This design comes from an exercise in tuning for small area, a short achievable clock period and few clock cycles per item on the open sky130 flow, not from production work. Function was checked by simulation only, so behaviour that the tests miss may differ from the original. Power and IR drop assume default switching activity.

== the baseline ==
## greedy_word_wrap_stream
module greedy_word_wrap_stream #(
  parameter int DEPTH = 60,
  parameter int QD    = 4
) (
  input  logic       clk,
  input  logic       rst,
  input  logic       cfg_write,
  input  logic [5:0] cfg_data,
  input  logic       push,
  output logic       full,
  input  logic [7:0] byte_value,
  input  logic       end_of_text,
  output logic       empty,
  input  logic       pop,
  output logic [7:0] out_byte,
  output logic       last_of_run,
  output logic       text_done,
  output logic       overlong_flag
);
make LEC_CHECK=0 CAP_MARGIN=20 CORE_MARGIN=2 CORE_UTILIZATION=40 CTS_BUF_LIST=sky130_fd_sc_hd__clkbuf_16 CTS_CLUSTER_DIAMETER=100 CTS_CLUSTER_SIZE=25 SETUP_SLACK_MARGIN=3.5 SLEW_MARGIN=20 finish   # period 6.0 ns
run.sh (not shown) runs the stock make flow with config.mk's settings and CLKGATE_MAP_FILE= SYNTH_SCRIPT=/design/flow/synth_recipe.tcl, a recipe that flattens the netlist after the stock synthesis.
Testbench counts of the baseline, summed over its fixed seeds: cycles 25,442, items 23,625.
[inputs] the candidate vs the baseline
--- a/flow/design.v
+++ b/flow/design.v
@@ -1,20 +1,20 @@
 `timescale 1ns / 1ps
 package wwr_pkg;
   localparam logic [7:0] CH_NL = 8'd10;
   localparam logic [7:0] CH_SP = 8'd32;
 endpackage
 `timescale 1ns / 1ps
 import wwr_pkg::*;
 module greedy_word_wrap_stream #(
-  parameter int DEPTH = 60,
+  parameter int DEPTH = 61,
   parameter int QD    = 4
 ) (
   input  logic       clk,
   input  logic       rst,
   input  logic       cfg_write,
   input  logic [5:0] cfg_data,
   input  logic       push,
   output logic       full,
   input  logic [7:0] byte_value,
   input  logic       end_of_text,
   output logic       empty,
@@ -139,30 +139,24 @@
   end
   assign c_strm = wbyte && trig;
   localparam int PW = $clog2(QD);
   logic [PW:0]   q_wp, q_rp;
   logic [QD-1:0] q_occ;    
   logic          cv_r;
   logic          q_room, f_room;
   assign q_room = !q_occ[QD-1];
   logic          t_q;
   logic          s_inc_r;
   logic          s_z;
-  logic          t_sent, t_early, c_new;
-  assign c_new   = c_valid && !t_sent;
-  assign proc    = v0 && (!c_new || q_room) && (!wbyte || f_room)
-                 && (!c_strm || t_sent || (!t_q && s_z && !s_inc_r));
-  assign t_early = v0 && c_strm && !t_sent && !f_room && q_room
-                 && !t_q && s_z && !s_inc_r;
-  logic          q_new;    
-  assign q_new   = (proc && c_new) || t_early;
+  assign proc   = v0 && (!c_valid || q_room) && (!wbyte || f_room)
+                && (!c_strm || (!t_q && s_z && !s_inc_r));
   always_ff @(posedge clk) begin
     if (rst) begin
       word_len  <= 6'd0;
       wleft     <= 6'd62;
       wz        <= 1'b0;
       slack     <= 8'd61;
       lnz       <= 1'b0;
       in_word   <= 1'b0;
       streaming <= 1'b0;
       prev_nl   <= 1'b0;
       para      <= 1'b0;
@@ -221,39 +215,46 @@
   end
   logic [7:0]    mem [0:DEPTH-1];
   logic [AW-1:0] wp, rp;
   logic          ww, rw;
   logic          we;
   logic          f_ne;
   logic          fetch;
   logic          consume;
   logic [1:0]    pc;
   logic [7:0]    rdat;
   assign we     = proc && wbyte;
-  assign f_room = !((wp == rp) && (ww != rw));
+  logic          f_full, f_af;
+  logic [AW-1:0] wp_p1;
+  assign wp_p1  = (wp == AW'(DEPTH - 1)) ? '0 : wp + 1'b1;
+  assign f_af   = (wp_p1 == rp) && ((wp == AW'(DEPTH - 1)) ? (ww == rw) : (ww != rw));
+  assign f_room = !f_full;
   assign f_ne   = !((wp == rp) && (ww == rw));
   logic          rd_v;
   logic [7:0]    rd_r;
   assign fetch  = f_ne && ((pc == 2'd0) || (pc == 2'd1 && !rd_v) || consume);
   assign rdat   = mem[rp];
   always_ff @(posedge clk) begin
     if (f_room) mem[wp] <= b0;
   end
   always_ff @(posedge clk) begin
     if (rst) begin
       wp <= '0;
       rp <= '0;
       ww <= 1'b0;
       rw <= 1'b0;
+      f_full <= 1'b0;
       pc <= 2'd0;
     end else begin
+      if (we && !fetch) f_full <= f_af;
+      else if (fetch && !we) f_full <= 1'b0;
       if (we) begin
         if (wp == AW'(DEPTH - 1)) begin
           wp <= '0;
           ww <= !ww;
         end else begin
           wp <= wp + 1'b1;
         end
       end
       if (fetch) begin
         if (rp == AW'(DEPTH - 1)) begin
           rp <= '0;
@@ -292,31 +293,28 @@
   logic          q_push, q_pop;
   logic [1:0]    c_pre;
   assign q_push = cv_r;
   assign q_head = cq[q_rp[PW-1:0]];
   assign c_pre  = c_sp ? 2'd1 : (c_nl == 2'd2) ? 2'd3 : (c_nl == 2'd1) ? 2'd2 : 2'd0;
   always_ff @(posedge clk) begin
     cmd_r <= {c_pre, c_len, c_done, c_strm};
     if (rst) begin
       cv_r <= 1'b0;
       q_wp <= '0;
       q_occ <= '0;
-      t_sent <= 1'b0;
       q_rp <= '0;
     end else begin
-      cv_r <= q_new;
+      cv_r <= proc && c_valid;
       if (q_push) q_wp <= q_wp + 1'b1;
-      if (q_new && !q_pop) q_occ <= {q_occ[QD-2:0], 1'b1};
-      else if (q_pop && !q_new) q_occ <= {1'b0, q_occ[QD-1:1]};
-      if (t_early) t_sent <= 1'b1;
-      else if (proc) t_sent <= 1'b0;
+      if (proc && c_valid && !q_pop) q_occ <= {q_occ[QD-2:0], 1'b1};
+      else if (q_pop && !(proc && c_valid)) q_occ <= {1'b0, q_occ[QD-1:1]};
       if (q_pop)  q_rp <= q_rp + 1'b1;
     end
   end
   always_ff @(posedge clk) begin
     if (q_push) cq[q_wp[PW-1:0]] <= cmd_r;
   end
   logic [1:0] r_pre;
   logic       r_psp;
   logic [5:0] r_len;
   logic       r_l1;
   logic       r_done;
@@ -431,23 +429,23 @@
         s_c0  <= 1'b0;
         s_c1  <= s_c0;
         s_c2  <= s_c1;
         s_c3  <= s_c2 || s_c3;
       end else if (s_dec_r && !s_inc) begin
         s_cnt <= s_cnt - 1'b1;
         s_c0  <= s_c1;
         s_c1  <= s_c2;
         s_c2  <= (s_cnt == (AW+1)'(3));
         s_c3  <= (s_cnt > (AW+1)'(3));
       end
-      if ((proc && c_strm && !t_sent) || t_early) begin
+      if (proc && c_strm) begin
         t_q <= 1'b1;
       end else if (q_pop && q_head[0]) begin
         t_q <= 1'b0;
       end
     end
   end
   always_ff @(posedge clk) begin
     if (rst) begin
       r_ovl <= 1'b0;
     end else if (q_pop && q_head[0]) begin
       r_ovl <= 1'b1;
Findings:
A uppermost layer routed of met5 is what the baseline shows, while met4 belongs to the candidate.
Relative to the baseline, the candidate degrades fmax.
The candidate vs the baseline: count of state elements after synthesis up slightly
The candidate ends up with a routed length on met2 that is 1.8% higher than in the baseline.
The final reports for the candidate and the baseline show met3 routing resource usage after global routing lower in the former.
Across both runs, clock network power share was lower for the candidate than for the baseline.
[compare] base=the baseline new=the candidate: total power went up 0.96%, layout inverter count without the clock tree higher.
Testbench counts of the candidate, summed over its fixed seeds: cycles 25,442, items 23,625.

========
greedy_word_wrap_stream, a different RTL version from the one above (not shown whole).
Size: roughly 1800 cells after synthesis, about 700 flip-flops.
export LEC_CHECK = 0
export CAP_MARGIN = 20
export CORE_MARGIN = 2
export CORE_UTILIZATION = 40
export CTS_BUF_LIST = sky130_fd_sc_hd__clkbuf_16
export CTS_CLUSTER_DIAMETER = 100
export CTS_CLUSTER_SIZE = 25
export SETUP_SLACK_MARGIN = 3.5
export SLEW_MARGIN = 20
create_clock -name core_clock -period 6.0 [get_ports {clk}]
The first run passed the timing, DRC and antenna checks.
Testbench counts at the start, summed over its fixed seeds: cycles 25,442, items 23,625.
Rerun with:
--- a/flow/design.v
+++ b/flow/design.v
@@ -313,24 +313,22 @@
   logic       r_done;
   logic       r_strm;
   logic       r_ovl;
   logic       k_pr, k_by, k_dn, k_last;
   logic       act, e_st, emit, last, pend, pf_ok, o_ready;
   logic [7:0] e_byte;
   logic       s_inc, s_dec;
   logic [AW:0] s_cnt;
   logic       s_dec_r;
   logic       s_c1, s_c2, s_c3, s_one, s_two;
-  assign s_c1  = (s_cnt == (AW+1)'(1));
-  assign s_c2  = (s_cnt == (AW+1)'(2));
-  assign s_c3  = (s_cnt > (AW+1)'(2));
-  assign s_z   = (s_cnt == '0) || (s_c1 && s_dec_r);
+  logic       s_c0;
+  assign s_z   = s_c0 || (s_c1 && s_dec_r);
   assign s_one = (s_c1 && !s_dec_r) || (s_c2 && s_dec_r);
   assign s_two = s_c3 || (s_c2 && !s_dec_r);
   assign pf_ok = (pc != 2'd0);
   assign act   = k_pr || k_by || k_dn;
   assign e_st  = !act && r_strm && !t_q && !s_z;
   assign emit  = o_ready && (k_pr || k_dn || ((k_by || e_st) && pf_ok));
   assign consume = emit && (k_by || e_st);
   assign last  = k_last || e_st;
   assign s_inc = s_inc_r;
   assign s_dec = emit && e_st;
@@ -403,27 +401,42 @@
         r_done <= 1'b0;
         k_dn   <= 1'b0;
         k_last <= 1'b0;
       end
     end
   end
   always_ff @(posedge clk) begin
     if (rst) begin
       s_cnt   <= '0;
       s_dec_r <= 1'b0;
+      s_c0    <= 1'b1;
+      s_c1    <= 1'b0;
+      s_c2    <= 1'b0;
+      s_c3    <= 1'b0;
       t_q     <= 1'b0;
       s_inc_r <= 1'b0;
     end else begin
       s_inc_r <= proc && wbyte && streaming;
       s_dec_r <= s_dec;
-      if (s_inc && !s_dec_r) s_cnt <= s_cnt + 1'b1;
-      else if (s_dec_r && !s_inc) s_cnt <= s_cnt - 1'b1;
+      if (s_inc && !s_dec_r) begin
+        s_cnt <= s_cnt + 1'b1;
+        s_c0  <= 1'b0;
+        s_c1  <= s_c0;
+        s_c2  <= s_c1;
+        s_c3  <= s_c2 || s_c3;
+      end else if (s_dec_r && !s_inc) begin
+        s_cnt <= s_cnt - 1'b1;
+        s_c0  <= s_c1;
+        s_c1  <= s_c2;
+        s_c2  <= (s_cnt == (AW+1)'(3));
+        s_c3  <= (s_cnt > (AW+1)'(3));
+      end
       if (proc && c_strm) begin
         t_q <= 1'b1;
       end else if (q_pop && q_head[0]) begin
         t_q <= 1'b0;
       end
     end
   end
   always_ff @(posedge clk) begin
     if (rst) begin
       r_ovl <= 1'b0;
Result: Final area barely changes. Combinational power drops by about 20%. First-iteration DRC count drops by about 15%. Via count climbs by about 3%. Routed wire length climbs by 1.2%.
Testbench counts after the change, summed over its fixed seeds: cycles 25,442, items 23,625.

separate check: timing with driven ports:
The results above use ideal ports. As a check the final layouts listed here were re-extracted and re-timed, cells and wires unchanged. Step 1 (the two cells are an assumption about what drives the block):
set clk [get_ports {clk}]
set_driving_cell -lib_cell sky130_fd_sc_hd__clkbuf_16 $clk
set_driving_cell -lib_cell sky130_fd_sc_hd__buf_2 [delete_from_list [all_inputs] $clk]
Step 2 times the ports against the registers' clock, not the clock port: input delays grow and output delays shrink by t, the midpoint of the rising clock arrivals with the driver on. Three values: ideal, step 1, step 2; two values: the first two.
run	shift t [ns]	setup slack, ns	worst hold slack (ns)
the baseline	0.649	3.488 / 3.488 / 3.113	0.462 / 0.462 / 0.462
the candidate	0.645	3.461 / 3.461 / 3.156	0.453 / 0.453 / 0.453
the first run of note 2	0.643	3.397 / 3.397 / 3.098	0.436 / 0.436 / 0.436
the second run of note 2	0.647	3.516 / 3.515 / 3.145	0.458 / 0.458 / 0.458
After both steps setup and hold are still met in every run listed. The setup slack of the baseline, which loses most, moves by 0.000 ns with the drivers and by -0.375 ns with both steps.
